Context: an optimization exercise on an open-source flow, tuned for small area and a short achievable clock period. The choices shown serve that exercise and are no tape-out recipe. RTL that was checked went through simulation tests only; none was proved equivalent to the original.

==> module schp_move_plan, before the edit <==
module schp_move_plan (
	input  logic [3:0]  dial_hours,
	input  logic [5:0]  dial_minutes,
	input  logic [3:0]  target_hours,
	input  logic [5:0]  target_minutes,
	input  logic [15:0] pulse_ms,
	input  logic [15:0] after_pulse_ms,
	output logic [9:0]  fwd,
	output logic        at_target,
	output logic        wait_rtc
);
	logic [9:0]  cur, tgt_raw, tgt;
	logic [10:0] diff;
	logic [17:0] k;
	logic [27:0] prod;
	always_comb begin
		cur     = ((dial_hours == 4'd12) ? 10'd0 : 10'(dial_hours) * 10'd60) + 10'(dial_minutes);
		tgt_raw = 10'(target_hours) * 10'd60 + 10'(target_minutes);
		tgt     = (tgt_raw >= 10'd720) ? tgt_raw - 10'd720 : tgt_raw;
		diff    = {1'b0, tgt} - {1'b0, cur};
		fwd     = diff[10] ? diff[9:0] + 10'd720 : diff[9:0];
		k       = 18'(pulse_ms) + 18'(after_pulse_ms) + 18'd60000;
		prod    = 28'(fwd) * 28'(k);
	end
	assign at_target = (fwd == 10'd0);
	assign wait_rtc  = (prod >= 28'd43200000);
endmodule
make LEC_CHECK=0 CAP_MARGIN=20 CORE_MARGIN=2 CORE_UTILIZATION=40 SLEW_MARGIN=20 finish   # period 18.0 ns
run.sh (not shown) runs the stock make flow with config.mk's settings and CLKGATE_MAP_FILE= SYNTH_SCRIPT=/design/flow/synth_recipe.tcl, a recipe that flattens the netlist after the stock synthesis.
==> next run, changes <==
--- a/flow/design.v
+++ b/flow/design.v
@@ -46,19 +46,44 @@
 	output logic        wait_rtc
 );
-	logic [9:0]  cur, tgt_raw, tgt;
-	logic [10:0] diff;
-	logic [17:0] k;
-	logic [27:0] prod;
-	always_comb begin
-		cur     = ((dial_hours == 4'd12) ? 10'd0 : 10'(dial_hours) * 10'd60) + 10'(dial_minutes);
-		tgt_raw = 10'(target_hours) * 10'd60 + 10'(target_minutes);
-		tgt     = (tgt_raw >= 10'd720) ? tgt_raw - 10'd720 : tgt_raw;
-		diff    = {1'b0, tgt} - {1'b0, cur};
-		fwd     = diff[10] ? diff[9:0] + 10'd720 : diff[9:0];
-		k       = 18'(pulse_ms) + 18'(after_pulse_ms) + 18'd60000;
-		prod    = 28'(fwd) * 28'(k);
+	localparam logic [28:0] Bias = 29'd268435456 - 29'd43200000;
+	logic [9:0]  cur, ncur;
+	logic [10:0] x;
+	logic [17:0] k1;
+	logic [18:0] k2;
+	logic [19:0] k3;
+	logic [19:0] row [5];
+	logic [28:0] sum;
+	always_comb begin
+		cur  = ((dial_hours == 4'd12) ? 10'd0 : 10'(dial_hours) * 10'd60) + 10'(dial_minutes);
+		ncur = 10'd720 - cur;
+	end
+	always_comb begin
+		x   = {1'b0, target_hours, target_minutes} - {5'd0, target_hours, 2'd0} + {1'b0, ncur};
+		if (x >= 11'd1440)
+			fwd = 10'(x - 11'd1440);
+		else if (x >= 11'd720)
+			fwd = 10'(x - 11'd720);
+		else
+			fwd = x[9:0];
+	end
+	always_comb begin
+		k1 = 18'(pulse_ms) + 18'(after_pulse_ms) + 18'd60000;
+		k2 = {k1, 1'b0};
+		k3 = 20'(k1) + 20'(k2);
+	end
+	always_comb begin
+		for (int i = 0; i < 5; i++) begin
+			case (fwd[2*i +: 2])
+				2'd0: row[i] = 20'd0;
+				2'd1: row[i] = 20'(k1);
+				2'd2: row[i] = 20'(k2);
+				default: row[i] = k3;
+			endcase
+		end
+		sum = Bias + 29'(row[0]) + (29'(row[1]) << 2) + (29'(row[2]) << 4) +
+		      (29'(row[3]) << 6) + (29'(row[4]) << 8);
 	end
 	assign at_target = (fwd == 10'd0);
-	assign wait_rtc  = (prod >= 28'd43200000);
+	assign wait_rtc  = sum[28];
 endmodule
 module schp_core (
=> Design area drops by 12%. Setup slack improves by 2.9 ns. Critical path depth fell by 6. Register-to-register slack gets worse by 0.59 ns. Area after synthesis came out lower by 13%. Clock-buffer cell count went down by 1. Routed wire length drops by 4.3%.
No functional check of the RTL was part of any run of this note.


The RTL this note starts from:
==> flow/design.v <==
package schp_pkg;
	localparam logic [1:0] MODE_READY = 2'd0;
	localparam logic [1:0] MODE_WAIT  = 2'd1;
	localparam logic [1:0] MODE_MOVE  = 2'd2;
	localparam logic [1:0] MODE_STOP  = 2'd3;
	localparam logic [2:0] OP_MOVE  = 3'd0;
	localparam logic [2:0] OP_STEP  = 3'd1;
	localparam logic [2:0] OP_RTC   = 3'd2;
	localparam logic [2:0] OP_STOP  = 3'd3;
	localparam logic [2:0] OP_START = 3'd4;
endpackage
module schp_add #(
	parameter int W = 8
) (
	input  logic [W-1:0] a,
	input  logic [W-1:0] b,
	input  logic         cin,
	output logic [W-1:0] s,
	output logic         cout
);
	localparam int N = W + 1;
	logic [N-1:0] g, p;
	always_comb begin
		g[0] = cin;
		p[0] = 1'b0;
		for (int i = 0; i < W; i++) begin
			g[i+1] = a[i] & b[i];
			p[i+1] = a[i] ^ b[i];
		end
		for (int l = 0; (1 << l) < N; l++) begin
			for (int i = 0; i < N; i++) begin
				if ((i >> l) & 1) begin
					g[i] = g[i] | (p[i] & g[((i >> l) << l) - 1]);
					p[i] = p[i] & p[((i >> l) << l) - 1];
				end
			end
		end
		for (int i = 0; i < W; i++)
			s[i] = a[i] ^ b[i] ^ g[i];
		cout = g[W];
	end
endmodule
module schp_cfg_regs (
	input  logic        clk,
	input  logic        arst_n,
	input  logic        wr_en,
	input  logic [1:0]  wr_index,
	input  logic [15:0] wr_data,
	output logic [15:0] pulse_ms,
	output logic [15:0] after_pulse_ms,
	output logic        motor_block
);
	always_ff @(posedge clk or negedge arst_n) begin
		if (!arst_n) begin
			pulse_ms       <= 16'd4000;
			after_pulse_ms <= 16'd0;
			motor_block    <= 1'b0;
		end else if (wr_en) begin
			case (wr_index)
				2'd0: pulse_ms       <= wr_data;
				2'd1: after_pulse_ms <= wr_data;
				2'd2: motor_block    <= wr_data[0];
				default: ;
			endcase
		end
	end
endmodule
module schp_move_plan (
	input  logic [3:0]  dial_hours,
	input  logic [5:0]  dial_minutes,
	input  logic [3:0]  target_hours,
	input  logic [5:0]  target_minutes,
	input  logic [15:0] pulse_ms,
	input  logic [15:0] after_pulse_ms,
	output logic [9:0]  fwd,
	output logic        at_target,
	output logic        wait_rtc
);
	localparam int          SW   = 29;
	localparam logic [28:0] Bias = 29'd268435456 - 29'd43200000;
	localparam logic [15:0] K0   = 16'd60000;
	logic [5:0]    tm, mp, d0, dp, fm;
	logic [1:0]    dc;
	logic          no_borrow, borrow, carry;
	logic [3:0]    hc, fh0, fh_m1, fh_p1, fh;
	logic [4:0]    hd;
	logic [7:0]    fh15;
	logic [16:0]   kx, ky;
	logic [17:0]   k1;
	logic [19:0]   k3;
	logic [SW-1:0] row [5];
	logic [SW-1:0] s1a, c1a, s1b, c1b, s2, c2, s3, c3;
	logic [SW-1:0] g, t;
	function automatic logic [SW-1:0] fa_s(input logic [SW-1:0] a, b, c);
		fa_s = a ^ b ^ c;
	endfunction
	function automatic logic [SW-1:0] fa_c(input logic [SW-1:0] a, b, c);
		fa_c = {((a & b) | (a & c) | (b & c)), 1'b0};
	endfunction
	assign tm = target_minutes;
	assign mp = 6'd60 - dial_minutes;
	schp_add #(.W(6)) u_m0 (.a(tm), .b(~dial_minutes), .cin(1'b1), .s(d0), .cout(no_borrow));
	always_comb begin
		dp     = tm + mp;
		borrow = !no_borrow;
		carry  = (tm[5:2] == 4'b1111) && (dial_minutes[5:2] == 4'b0000) &&
		         (dial_minutes[1:0] <= tm[1:0]);
		dc     = tm[1:0] - dial_minutes[1:0];
		fm     = borrow ? dp : carry ? {4'd0, dc} : d0;
	end
	always_comb begin
		hc    = (dial_hours == 4'd12) ? 4'd0 : dial_hours;
		hd    = {1'b0, target_hours} - {1'b0, hc};
		if (hd[4])
			fh0 = hd[3:0] + 4'd12;
		else if (hd >= 5'd12)
			fh0 = hd[3:0] - 4'd12;
		else
			fh0 = hd[3:0];
		fh_m1 = (fh0 == 4'd0) ? 4'd11 : fh0 - 4'd1;
		fh_p1 = (fh0 == 4'd11) ? 4'd0 : fh0 + 4'd1;
		fh    = borrow ? fh_m1 : carry ? fh_p1 : fh0;
	end
	always_comb begin
		fh15 = {fh, 4'd0} - {4'd0, fh};
		fwd  = {fh15 + {4'd0, fm[5:2]}, fm[1:0]};
	end
	assign at_target = (fh == 4'd0) && (fm == 6'd0);
	always_comb begin
		for (int i = 0; i < 16; i++) begin
			kx[i]   = pulse_ms[i] ^ after_pulse_ms[i] ^ K0[i];
			ky[i+1] = (pulse_ms[i] & after_pulse_ms[i]) | (pulse_ms[i] & K0[i]) |
			          (after_pulse_ms[i] & K0[i]);
		end
		kx[16] = 1'b0;
		ky[0]  = 1'b0;
	end
	schp_add #(.W(17)) u_k1 (.a(kx), .b(ky), .cin(1'b0), .s(k1[16:0]), .cout(k1[17]));
	schp_add #(.W(19)) u_k3 (.a({1'b0, k1}), .b({k1, 1'b0}), .cin(1'b0), .s(k3[18:0]), .cout(k3[19]));
	always_comb begin
		for (int i = 0; i < 5; i++) begin
			case (fwd[2*i +: 2])
				2'd0: row[i] = '0;
				2'd1: row[i] = SW'(k1) << (2*i);
				2'd2: row[i] = SW'(k1) << (2*i + 1);
				default: row[i] = SW'(k3) << (2*i);
			endcase
		end
		s1a = fa_s(row[0], row[1], row[2]);
		c1a = fa_c(row[0], row[1], row[2]);
		s1b = fa_s(row[3], row[4], Bias);
		c1b = fa_c(row[3], row[4], Bias);
		s2  = fa_s(s1a, c1a, s1b);
		c2  = fa_c(s1a, c1a, s1b);
		s3  = fa_s(s2, c2, c1b);
		c3  = fa_c(s2, c2, c1b);
		g[0] = 1'b0;
		t[0] = 1'b0;
		for (int i = 0; i < SW - 1; i++) begin
			g[i+1] = s3[i] & c3[i];
			t[i+1] = s3[i] | c3[i];
		end
		for (int l = 0; (1 << l) < SW; l++) begin
			for (int i = 0; i < SW; i++) begin
				if (((i >> l) & 1) && (((i >> l) << l) - 1 >= 0)) begin
					g[i] = g[i] | (t[i] & g[((i >> l) << l) - 1]);
					t[i] = t[i] & t[((i >> l) << l) - 1];
				end
			end
		end
		wait_rtc = s3[SW-1] ^ c3[SW-1] ^ g[SW-1];
	end
endmodule
module schp_core (
	input  logic        clk,
	input  logic        arst_n,
	input  logic        accept,
	input  logic [2:0]  op,
	input  logic [3:0]  target_hours,
	input  logic [5:0]  target_minutes,
	input  logic [4:0]  rtc_hours,
	input  logic [5:0]  rtc_minutes,
	input  logic [15:0] pulse_ms,
	input  logic [15:0] after_pulse_ms,
	input  logic        motor_block,
	output logic [25:0] res
);
	logic [1:0] mode_q, mode_d;
	logic [3:0] hours_q, hours_d;
	logic [5:0] minutes_q, minutes_d;
	logic       pol_q, pol_d;
	logic [9:0] rem_q, rem_d;
	logic       fire_q, fire_d;
	logic       done_q, done_d;
	logic [9:0] fwd;
	logic       at_target, wait_rtc;
	logic [4:0] rtc_h12;
	schp_move_plan u_plan (
		.dial_hours     (hours_q),
		.dial_minutes   (minutes_q),
		.target_hours   (target_hours),
		.target_minutes (target_minutes),
		.pulse_ms       (pulse_ms),
		.after_pulse_ms (after_pulse_ms),
		.fwd            (fwd),
		.at_target      (at_target),
		.wait_rtc       (wait_rtc)
	);
	always_comb begin
		if (rtc_hours == 5'd0)
			rtc_h12 = 5'd12;
		else if (rtc_hours > 5'd12)
			rtc_h12 = rtc_hours - 5'd12;
		else
			rtc_h12 = rtc_hours;
	end
	always_comb begin
		mode_d    = mode_q;
		hours_d   = hours_q;
		minutes_d = minutes_q;
		pol_d     = pol_q;
		rem_d     = rem_q;
		fire_d    = 1'b0;
		done_d    = 1'b0;
		case (op)
			schp_pkg::OP_MOVE: begin
				if (mode_q == schp_pkg::MODE_READY) begin
					if (at_target) begin
						done_d = 1'b1;
					end else if (wait_rtc) begin
						mode_d = schp_pkg::MODE_WAIT;
						rem_d  = 10'd0;
					end else begin
						mode_d = schp_pkg::MODE_MOVE;
						rem_d  = fwd;
					end
				end
			end
			schp_pkg::OP_STEP: begin
				if (mode_q == schp_pkg::MODE_MOVE) begin
					fire_d = !motor_block;
					pol_d  = pol_q ^ !motor_block;
					if (minutes_q == 6'd59) begin
						minutes_d = 6'd0;
						hours_d   = (hours_q >= 4'd12) ? 4'd1 : hours_q + 4'd1;
					end else begin
						minutes_d = minutes_q + 6'd1;
					end
					if (rem_q != 10'd0)
						rem_d = rem_q - 10'd1;
					if (rem_q <= 10'd1) begin
						mode_d = schp_pkg::MODE_READY;
						done_d = 1'b1;
					end
				end
			end
			schp_pkg::OP_RTC: begin
				if (mode_q == schp_pkg::MODE_WAIT &&
				    rtc_h12 == {1'b0, hours_q} && rtc_minutes == minutes_q) begin
					mode_d = schp_pkg::MODE_READY;
					done_d = 1'b1;
				end
			end
			schp_pkg::OP_STOP: begin
				mode_d = schp_pkg::MODE_STOP;
				rem_d  = 10'd0;
			end
			schp_pkg::OP_START: begin
				if (mode_q == schp_pkg::MODE_STOP)
					mode_d = schp_pkg::MODE_READY;
			end
			default: ;
		endcase
	end
	always_ff @(posedge clk or negedge arst_n) begin
		if (!arst_n) begin
			mode_q    <= schp_pkg::MODE_READY;
			hours_q   <= 4'd12;
			minutes_q <= 6'd0;
			pol_q     <= 1'b0;
			rem_q     <= 10'd0;
		end else if (accept) begin
			mode_q    <= mode_d;
			hours_q   <= hours_d;
			minutes_q <= minutes_d;
			pol_q     <= pol_d;
			rem_q     <= rem_d;
		end
	end
	always_ff @(posedge clk) begin
		if (accept) begin
			fire_q <= fire_d;
			done_q <= done_d;
		end
	end
	assign res = {done_q, rem_q, pol_q, minutes_q, hours_q,
	              fire_q & pol_q, fire_q & !pol_q, mode_q};
endmodule
module slave_clock_hand_positioner (
	input  logic        clk,
	input  logic        arst_n,
	input  logic        s_axis_tvalid,
	output logic        s_axis_tready,
	input  logic [23:0] s_axis_tdata,
	input  logic [2:0]  s_axis_tuser,
	output logic        m_axis_tvalid,
	input  logic        m_axis_tready,
	output logic [31:0] m_axis_tdata,
	input  logic        cfg_valid,
	output logic        cfg_ready,
	input  logic [1:0]  cfg_index,
	input  logic [15:0] cfg_data
);
	logic [15:0] pulse_ms, after_pulse_ms;
	logic        motor_block;
	logic [25:0] res;
	logic        out_valid_q;
	logic        in_accept;
	assign cfg_ready = 1'b1;
	schp_cfg_regs u_cfg (
		.clk            (clk),
		.arst_n         (arst_n),
		.wr_en          (cfg_valid),
		.wr_index       (cfg_index),
		.wr_data        (cfg_data),
		.pulse_ms       (pulse_ms),
		.after_pulse_ms (after_pulse_ms),
		.motor_block    (motor_block)
	);
	assign s_axis_tready = !out_valid_q || m_axis_tready;
	assign in_accept     = s_axis_tvalid && s_axis_tready;
	schp_core u_core (
		.clk            (clk),
		.arst_n         (arst_n),
		.accept         (in_accept),
		.op             (s_axis_tuser),
		.target_hours   (s_axis_tdata[3:0]),
		.target_minutes (s_axis_tdata[9:4]),
		.rtc_hours      (s_axis_tdata[14:10]),
		.rtc_minutes    (s_axis_tdata[20:15]),
		.pulse_ms       (pulse_ms),
		.after_pulse_ms (after_pulse_ms),
		.motor_block    (motor_block),
		.res            (res)
	);
	always_ff @(posedge clk or negedge arst_n) begin
		if (!arst_n)
			out_valid_q <= 1'b0;
		else if (s_axis_tready)
			out_valid_q <= s_axis_tvalid;
	end
	assign m_axis_tvalid = out_valid_q;
	assign m_axis_tdata  = {6'd0, res};
endmodule
export LEC_CHECK = 0
export CAP_MARGIN = 20
export CORE_MARGIN = 2
export CORE_UTILIZATION = 40
export SLEW_MARGIN = 20
create_clock -name core_clock -period 18.0 [get_ports {clk}]
standard.sh (not shown) runs the stock make flow with config.mk's settings and CLKGATE_MAP_FILE= SYNTH_SCRIPT=/design/flow/synth_recipe.tcl, a recipe that flattens the netlist after the stock synthesis.
==> flow/flow/run.sh <==
#!/bin/bash
# Standard layout, with timing repair aiming for extra setup slack at the design's clock.
set -euo pipefail
export SETUP_SLACK_MARGIN=9.5
bash standard.sh > standard.log 2>&1
Rerun with:
--- a/flow/design.v
+++ b/flow/design.v
@@ -89,7 +89,7 @@
 	logic [17:0]   k1;
 	logic [19:0]   k3;
 	logic [SW-1:0] row [5];
-	logic [SW-1:0] s1a, c1a, s1b, c1b, s2, c2, s3, c3;
+	logic [SW-1:0] s1, c1, s2, c2, s3, c3, s4, c4;
 	logic [SW-1:0] g, t;
 	function automatic logic [SW-1:0] fa_s(input logic [SW-1:0] a, b, c);
 		fa_s = a ^ b ^ c;
@@ -146,19 +146,19 @@
 				default: row[i] = SW'(k3) << (2*i);
 			endcase
 		end
-		s1a = fa_s(row[0], row[1], row[2]);
-		c1a = fa_c(row[0], row[1], row[2]);
-		s1b = fa_s(row[3], row[4], Bias);
-		c1b = fa_c(row[3], row[4], Bias);
-		s2  = fa_s(s1a, c1a, s1b);
-		c2  = fa_c(s1a, c1a, s1b);
-		s3  = fa_s(s2, c2, c1b);
-		c3  = fa_c(s2, c2, c1b);
+		s1 = fa_s(row[0], row[1], Bias);
+		c1 = fa_c(row[0], row[1], Bias);
+		s2 = fa_s(s1, c1, row[2]);
+		c2 = fa_c(s1, c1, row[2]);
+		s3 = fa_s(s2, c2, row[3]);
+		c3 = fa_c(s2, c2, row[3]);
+		s4 = fa_s(s3, c3, row[4]);
+		c4 = fa_c(s3, c3, row[4]);
 		g[0] = 1'b0;
 		t[0] = 1'b0;
 		for (int i = 0; i < SW - 1; i++) begin
-			g[i+1] = s3[i] & c3[i];
-			t[i+1] = s3[i] | c3[i];
+			g[i+1] = s4[i] & c4[i];
+			t[i+1] = s4[i] | c4[i];
 		end
 		for (int l = 0; (1 << l) < SW; l++) begin
 			for (int i = 0; i < SW; i++) begin
@@ -168,7 +168,7 @@
 				end
 			end
 		end
-		wait_rtc = s3[SW-1] ^ c3[SW-1] ^ g[SW-1];
+		wait_rtc = s4[SW-1] ^ c4[SW-1] ^ g[SW-1];
 	end
 endmodule
 module schp_core (
@@ -225,15 +225,13 @@
 		case (op)
 			schp_pkg::OP_MOVE: begin
 				if (mode_q == schp_pkg::MODE_READY) begin
-					if (at_target) begin
+					rem_d = fwd;
+					if (at_target)
 						done_d = 1'b1;
-					end else if (wait_rtc) begin
+					else if (wait_rtc)
 						mode_d = schp_pkg::MODE_WAIT;
-						rem_d  = 10'd0;
-					end else begin
+					else
 						mode_d = schp_pkg::MODE_MOVE;
-						rem_d  = fwd;
-					end
 				end
 			end
 			schp_pkg::OP_STEP: begin
@@ -246,8 +244,7 @@
 					end else begin
 						minutes_d = minutes_q + 6'd1;
 					end
-					if (rem_q != 10'd0)
-						rem_d = rem_q - 10'd1;
+					rem_d = rem_q - 10'd1;
 					if (rem_q <= 10'd1) begin
 						mode_d = schp_pkg::MODE_READY;
 						done_d = 1'b1;
@@ -263,7 +260,6 @@
 			end
 			schp_pkg::OP_STOP: begin
 				mode_d = schp_pkg::MODE_STOP;
-				rem_d  = 10'd0;
 			end
 			schp_pkg::OP_START: begin
 				if (mode_q == schp_pkg::MODE_STOP)
@@ -278,22 +274,24 @@
 			hours_q   <= 4'd12;
 			minutes_q <= 6'd0;
 			pol_q     <= 1'b0;
-			rem_q     <= 10'd0;
 		end else if (accept) begin
 			mode_q    <= mode_d;
 			hours_q   <= hours_d;
 			minutes_q <= minutes_d;
 			pol_q     <= pol_d;
-			rem_q     <= rem_d;
 		end
 	end
 	always_ff @(posedge clk) begin
+		if (accept)
+			rem_q <= rem_d;
+	end
+	always_ff @(posedge clk) begin
 		if (accept) begin
 			fire_q <= fire_d;
 			done_q <= done_d;
 		end
 	end
-	assign res = {done_q, rem_q, pol_q, minutes_q, hours_q,
+	assign res = {done_q, (mode_q == schp_pkg::MODE_MOVE) ? rem_q : 10'd0, pol_q, minutes_q, hours_q,
 	              fire_q & pol_q, fire_q & !pol_q, mode_q};
 endmodule
 module slave_clock_hand_positioner (
After rerunning:
- The changed run completed with no timing, DRC or antenna violations
- clock skew hardly moves
- synthesized cell count decreases by 6.9%
- design area falls by 5.7%
- via count falls by 8.9%
- area after synthesis went down by 2.6%
- hold slack is worse by 0.0035 ns
- setup slack loses 0.042 ns
- wire length falls by 8.8%
- register-to-register slack gets worse by 0.03 ns
- count of clock-buffer cells in the layout does not change
- final cell count fell by 6.3%
- utilization fell by 1.3 points
The RTL of the second run of this note was laid out without a check of its function.

re-timing with driven ports:
The results above use ideal ports. As a check the final layouts listed here were re-extracted and re-timed, cells and wires unchanged. Step 1: set_driving_cell puts a clkbuf_16 on clk and a buf_2 on each other input, an assumption about the parent block. Step 2 times the ports against the registers' clock, not the clock port: input delays grow and output delays shrink by t, the midpoint of the rising clock arrivals with the driver on. Slacks: ideal ports / drivers / drivers and shift; pairs: ideal ports / drivers.
run | t, ns | setup WS [ns] | worst hold slack (ns) | pins driven straight from the clock port
the first run of note 1 | 0.372 | 1.625 / 1.645 / 1.273 | 0.505 / 0.505 / 0.505 | 1
the second run of note 1 | 0.360 | 4.487 / 4.501 / 4.141 | 0.505 / 0.505 / 0.505 | 1
the first run of note 2 | 0.371 | 7.414 / 7.418 / 7.047 | 0.509 / 0.509 / 0.509 | 1
the second run of note 2 | 0.366 | 7.372 / 7.375 / 7.009 | 0.505 / 0.505 / 0.505 | 1
After both steps setup and hold are still met in every run listed. The setup slack of the first run of note 2, which loses most, moves by +0.004 ns with the drivers and by -0.367 ns with both steps.
